What follows belongs to an exercise in optimizing a design on an open flow for small area and a short achievable clock period; a production flow would make more cautious choices. Only simulation tests tie the RTL to the original design; equivalence was not proved.

==> run.sh <==
#!/bin/bash
# synth_recipe.tcl (not shown) runs the flow's synth.tcl, then flattens the netlist and writes it again
# the make line also repeats each setting of config.mk as NAME=value (left out here)
make -C /OpenROAD-flow-scripts/flow DESIGN_CONFIG=/design/flow/config.mk WORK_HOME=/design/flow/orfs CLKGATE_MAP_FILE= SYNTH_SCRIPT=/design/flow/synth_recipe.tcl finish
==> config.mk <==
export PLATFORM = sky130hd
export DESIGN_NAME = md_scheduler
export DESIGN_NICKNAME = md_scheduler
export VERILOG_FILES = /design/flow/design.v
export SDC_FILE = /design/flow/constraint.sdc
export NUM_CORES = 4
export LEC_CHECK = 0
export CAP_MARGIN = 20
export CORE_MARGIN = 2
export CORE_UTILIZATION = 40
export SLEW_MARGIN = 20
==> constraint.sdc <==
create_clock -name core_clock -period 110.0 [get_ports {clk_i}]
set_input_delay 22.0000 -clock core_clock [delete_from_list [all_inputs] [get_ports {clk_i}]]
set_output_delay 22.0000 -clock core_clock [all_outputs]
set_load 0.01 [all_outputs]
==> design.v <==
module md_scheduler #(
    parameter int MULT_LAT = 5,
    parameter int DIV_LAT  = 10,
    parameter int CNT_W    = 4
) (
    input  logic                 clk_i,
    input  logic                 reset_n_i,
    input  logic                 start,
    input  logic [2:0]           mdop,
    input  logic [31:0]          rs_val,
    input  logic [31:0]          rt_val,
    input  logic                 md_use_d,
    output logic                 busy,
    output logic                 done,
    output logic                 stall,
    output logic [31:0]          hi,
    output logic [31:0]          lo
);
    typedef enum logic {IDLE, RUN} state_t;
    localparam logic [CNT_W-1:0] MULT_CNT = CNT_W'(MULT_LAT - 1);
    localparam logic [CNT_W-1:0] DIV_CNT  = CNT_W'(DIV_LAT - 1);
    state_t            state_q, state_d;
    logic [CNT_W-1:0]  cnt_q, cnt_d;
    logic [31:0]       hi_q, lo_q;
    logic [63:0]       sh_q, sh_d;
    logic              commit, cancel_w, issue_ok;
    logic              op_mult, op_div, op_mthi, op_mtlo;
    assign cancel_w = 1'b0;
    assign op_mult  = (mdop[2:1] == 2'b00);
    assign op_div   = (mdop[2:1] == 2'b01);
    assign op_mthi  = (mdop == 3'b100);
    assign op_mtlo  = (mdop == 3'b101);
    assign issue_ok = start & ~cancel_w & (state_q == IDLE);
    always_comb begin
        state_d = state_q;
        cnt_d   = cnt_q;
        commit  = 1'b0;
        busy    = 1'b0;
        done    = 1'b0;
        case (state_q)
            IDLE: begin
                if (issue_ok && op_mult) begin
                    state_d = RUN;
                    cnt_d   = MULT_CNT;
                end else if (issue_ok && op_div) begin
                    state_d = RUN;
                    cnt_d   = DIV_CNT;
                end
            end
            RUN: begin
                busy = 1'b1;
                if (cancel_w) begin
                    state_d = IDLE;
                    cnt_d   = '0;
                end else if (cnt_q == '0) begin
                    done    = 1'b1;
                    commit  = 1'b1;
                    state_d = IDLE;
                end else begin
                    cnt_d = cnt_q - 1'b1;
                end
            end
            default: begin
                state_d = IDLE;
                cnt_d   = '0;
            end
        endcase
    end
    always_ff @(posedge clk_i or negedge reset_n_i) begin
        if (!reset_n_i) begin
            state_q <= IDLE;
            cnt_q   <= '0;
        end else begin
            state_q <= state_d;
            cnt_q   <= cnt_d;
        end
    end
    logic        rs_neg, rt_neg, rt_zero;
    logic [31:0] abs_rs, abs_rt, divisor, q_mag, r_mag, quo, rem;
    logic [63:0] ma, mb;
    always_comb begin
        rs_neg  = rs_val[31] & ~mdop[0];
        rt_neg  = rt_val[31] & ~mdop[0];
        rt_zero = (rt_val == 32'd0);
        abs_rs  = rs_neg ? (32'd0 - rs_val) : rs_val;
        abs_rt  = rt_neg ? (32'd0 - rt_val) : rt_val;
        divisor = rt_zero ? 32'd1 : abs_rt;
        q_mag   = abs_rs / divisor;
        r_mag   = abs_rs % divisor;
        quo     = (rs_neg ^ rt_neg) ? (32'd0 - q_mag) : q_mag;
        rem     = rs_neg ? (32'd0 - r_mag) : r_mag;
        if (rt_zero) begin
            quo = 32'hFFFF_FFFF;
            rem = rs_val;
        end
        ma   = mdop[0] ? {32'd0, rs_val} : {{32{rs_val[31]}}, rs_val};
        mb   = mdop[0] ? {32'd0, rt_val} : {{32{rt_val[31]}}, rt_val};
        sh_d = op_div ? {rem, quo} : (ma * mb);
    end
    always_ff @(posedge clk_i or negedge reset_n_i) begin
        if (!reset_n_i) begin
            sh_q <= '0;
            hi_q <= '0;
            lo_q <= '0;
        end else begin
            if (issue_ok && (op_mult || op_div))
                sh_q <= sh_d;
            if (commit) begin
                hi_q <= sh_q[63:32];
                lo_q <= sh_q[31:0];
            end else if (issue_ok && op_mthi) begin
                hi_q <= rs_val;
            end else if (issue_ok && op_mtlo) begin
                lo_q <= rs_val;
            end
        end
    end
    assign hi    = hi_q;
    assign lo    = lo_q;
    assign stall = md_use_d & (busy | (start & ~mdop[2]));
endmodule
==> summary.txt <==
## flip-flops by register name (all words and copies together), names as in the netlist
signal   count
cnt_q        4
lo_q        32
sh_q        64
hi_q        32
state_q      1
## cells in the final DEF (no fill, tap or decap), types with 17 or more instances in the layout
cell,n
o31a_1,18
or4_1,35
and3_1,54
inv_1,1510
a21oi_1,598
a211oi_1,77
clkbuf_16,17
o31ai_1,64
mux2_2,47
or3_1,76
o211ai_1,84
or2_2,53
dfrtp_1,133
nor3_1,181
and2_1,378
a31oi_1,110
a21o_1,186
nand3_1,170
a31o_2,23
a211o_1,30
mux2i_1,83
nor4_1,44
buf_4,1060
nand4_1,69
ha_1,830
o21a_1,116
nand2b_1,52
o21ai_0,450
o22ai_1,50
clkdlybuf4s50_1,77
nor2b_1,66
nor2_1,665
o21bai_1,63
fa_1,1441
buf_2,59
o211a_1,23
nand2_1,1408
and4_1,25
xor2_1,200
xnor2_1,383
## tightest hold or removal path, stage by stage (launching register included)
cell and delay (ps):
dfrtp_1 340, nand2_1 40, o21ai_0 60
## routing by layer
layer	up-vias	track usage	wire, um
li1	37030	-	-
met1	42800	0.4840	168200
met2	3948	0.5806	182800
met3	902	0.05705	32870
met4	2	0.1964	26050
met5	-	0	13
## area by class of cell
| class | instances | area, um2 | share of cell area |
|---|---|---|---|
| clock inverters | 14 | 127.6 | 0.001286 |
| diodes | 16 | 40.04 | 0.0004034 |
| multi-input cells | 8595 | 76780 | 0.7736 |
| inverters | 1516 | 5693 | 0.05735 |
| clock buffers | 18 | 429.2 | 0.004323 |
| flip-flops and latches | 133 | 3328 | 0.03353 |
| well taps | 2854 | 3571 | 0.03597 |
| repair buffers | 1211 | 9289 | 0.09358 |
## timing repair
action                     CTS  global route
setup endpoints to repair   37            64
buffers inserted             0            13
resized for setup            4            82
pin swaps                    0             7
## worst paths after layout
path / end / startpoint / slack, ps / cells past startpoint
setup / recovery: sh_q[29] / rt_val[1] / 4130 / 348
hold / removal: hi_q[13] / sh_q[45] / 480 / 2
hold reg to reg: hi_q[13] / sh_q[45] / 480 / 2
setup reg to reg: lo_q[3] / state_q / 106760 / 6
min in group asynchronous: lo_q[11] / reset_n_i / 21450 / 1
max in group asynchronous: hi_q[26] / reset_n_i / 86740 / 3
## cell families (layout without fill, tap and decap cells)
family                     Yosys count  in the layout  synth area share
and+or+nand+nor                   3374           3374            0.1812
adders and majority gates         2272           2272            0.4514
AOI/OAI and AO/OA                 2216           2216            0.1656
buffers and inverters             2004           2759           0.08699
xor gates and xnor gates           601            601           0.06061
DFF                                133            133           0.03827
muxes                              132            132           0.01594
other                                0             16                 0
==> reports/qor.yml <==
place:
  dp_hpwl_um: 336100
  dpl_worst_slack_ps: -1092
  dp_cells: 14300
  dpl_cell_area_mm2: 0.09820
  io_buffers: 137
  routabilityCongestion: 1.065
floorplanning:
  die_w_um: 470.3
  coreArea_mm2: 0.2165
  num_rows: 171
  start_util: 0.4016
  die_area_mm2: 0.2212
  ios: 138
  die_h_um: 470.3
final_layout:
  nets: 13820
  instances_no_fill: 14360
  drive_gt1_frac: 0.1269
  finish.utilization: 0.4584
  area_delta_synth_final_pct: 14.14
  nFillCells: 21740
  stdcell_area_mm2: 0.09926
detailed_routing:
  drt_iter0_drc: 7613
  drc: 0
  vias: 84690
  first_pass_iters: 8
  ant_nets: 0
  wirelength_um: 409900
  viasPerCell: 5.899
  wire_per_inst_um: 28.55
cts:
  cts_tree: "yes"
  cts.clk_slew.worst_paths_ps: 70
  cts-hold-fix-buffers: 0
  cts_buffers: 17
  cts-htree-levels: 4
  clkLatencyLatePin_ps: 490
  clock_sink_count: 133
  clk_path_buf_depth: 2
  root_buffer: "clkbuf_16"
worst_setup_path:
  critPathLaunchType: "primary input"
  critPathSlowestCell: "a2bb2oi_1"
  crit_fanout: 35
  crit_required_ps: 110320
  arrival_ps: 106180
  crit_buf_inv: 57
  cpPeakStageDelay_ps: 840
  crit_top_cell: "buf_4"
  worst_path_dominant_cell_family: "compound AO/OA/AOI/OAI gates"
  critPathKind: "primary input to flop"
  endpoint_kind: "flop"
synth:
  synth_fp_nets: 13080
  synth_cell_types: 108
  synth_warnings: 1
  synth_top_cell_area_share: 0.3319
  syn_inst: 10730
  post-synth-top-count-cell: "inv_1"
  ys_dominant_reg_cell: "dfrtp_1"
  seq_area_frac_synth: 0.03827
  ys_ff_latch: 133
  synth_area_mm2: 0.08697
  async_flop_share: 1.000
  avgSynthCellArea_um2: 8.103
  synth_edf_count: 0
  yosysTopAreaCell: "fa_1"
  ys_top_cells_by_area: "fa_1, ha_1, inv_1"
  synthTopCellsByCount: "inv_1, fa_1, nand2_1"
timing:
  hold_slack_ps: 482.3
  hold_viol: 0
  finalMaxSlewViolations: 0
  fin_crit_sh: 0.9624
  fin_ws_ps: 4134
  worstMarginPinSlew_ps: 1158
  setup_viol: 0
  finalCriticalPeriod_ps: 105870
  skew_ps: 19.48
  setup_tns_ps: 0
  clock.fmax_mhz: 9.446
  slew_headroom: 0.2208
grt:
  antenna_found_initial: 22
  grt_pass1_vias: 87260
  grt_max_degree: 92
  grt.total_usage: 0.3675
  overflow: 0
  grt_pass1_wl_um: 599400
job:
  max_cap_viol_count: 0
status:
  status: "no timing/DRC/antenna violations"
hold_path:
  worst_hold_path_type: "flop to flop"

[static timing again, ports no longer ideal]
The flow's constraints put no driver on any port. The routed layout listed below was extracted and timed again, unchanged, in two steps.
Step 1 sets driving cells, clkbuf_16 on the clock port and buf_2 on the other inputs (assumed; they add their load-dependent delay and slew).
Step 2 adds t to the input delays and takes it off the output delays; t is the mean of the earliest and latest rising clock arrival at the registers after step 1. Input paths then give back, and output paths get back, about the clock's delay inside the block.
a / b / c = no drivers / after step 1 / after step 2; a / b = the first two.
t (ns): 0.555
setup WS [ns]: 4.134 / 4.088 / 3.533
worst setup path after step 2: input to register
worst slew at a driven data input, ns: 0.19
After both steps this run still meets setup and hold. For this run, drivers alone change the setup slack by -0.046 ns; drivers and shift together by -0.601 ns.
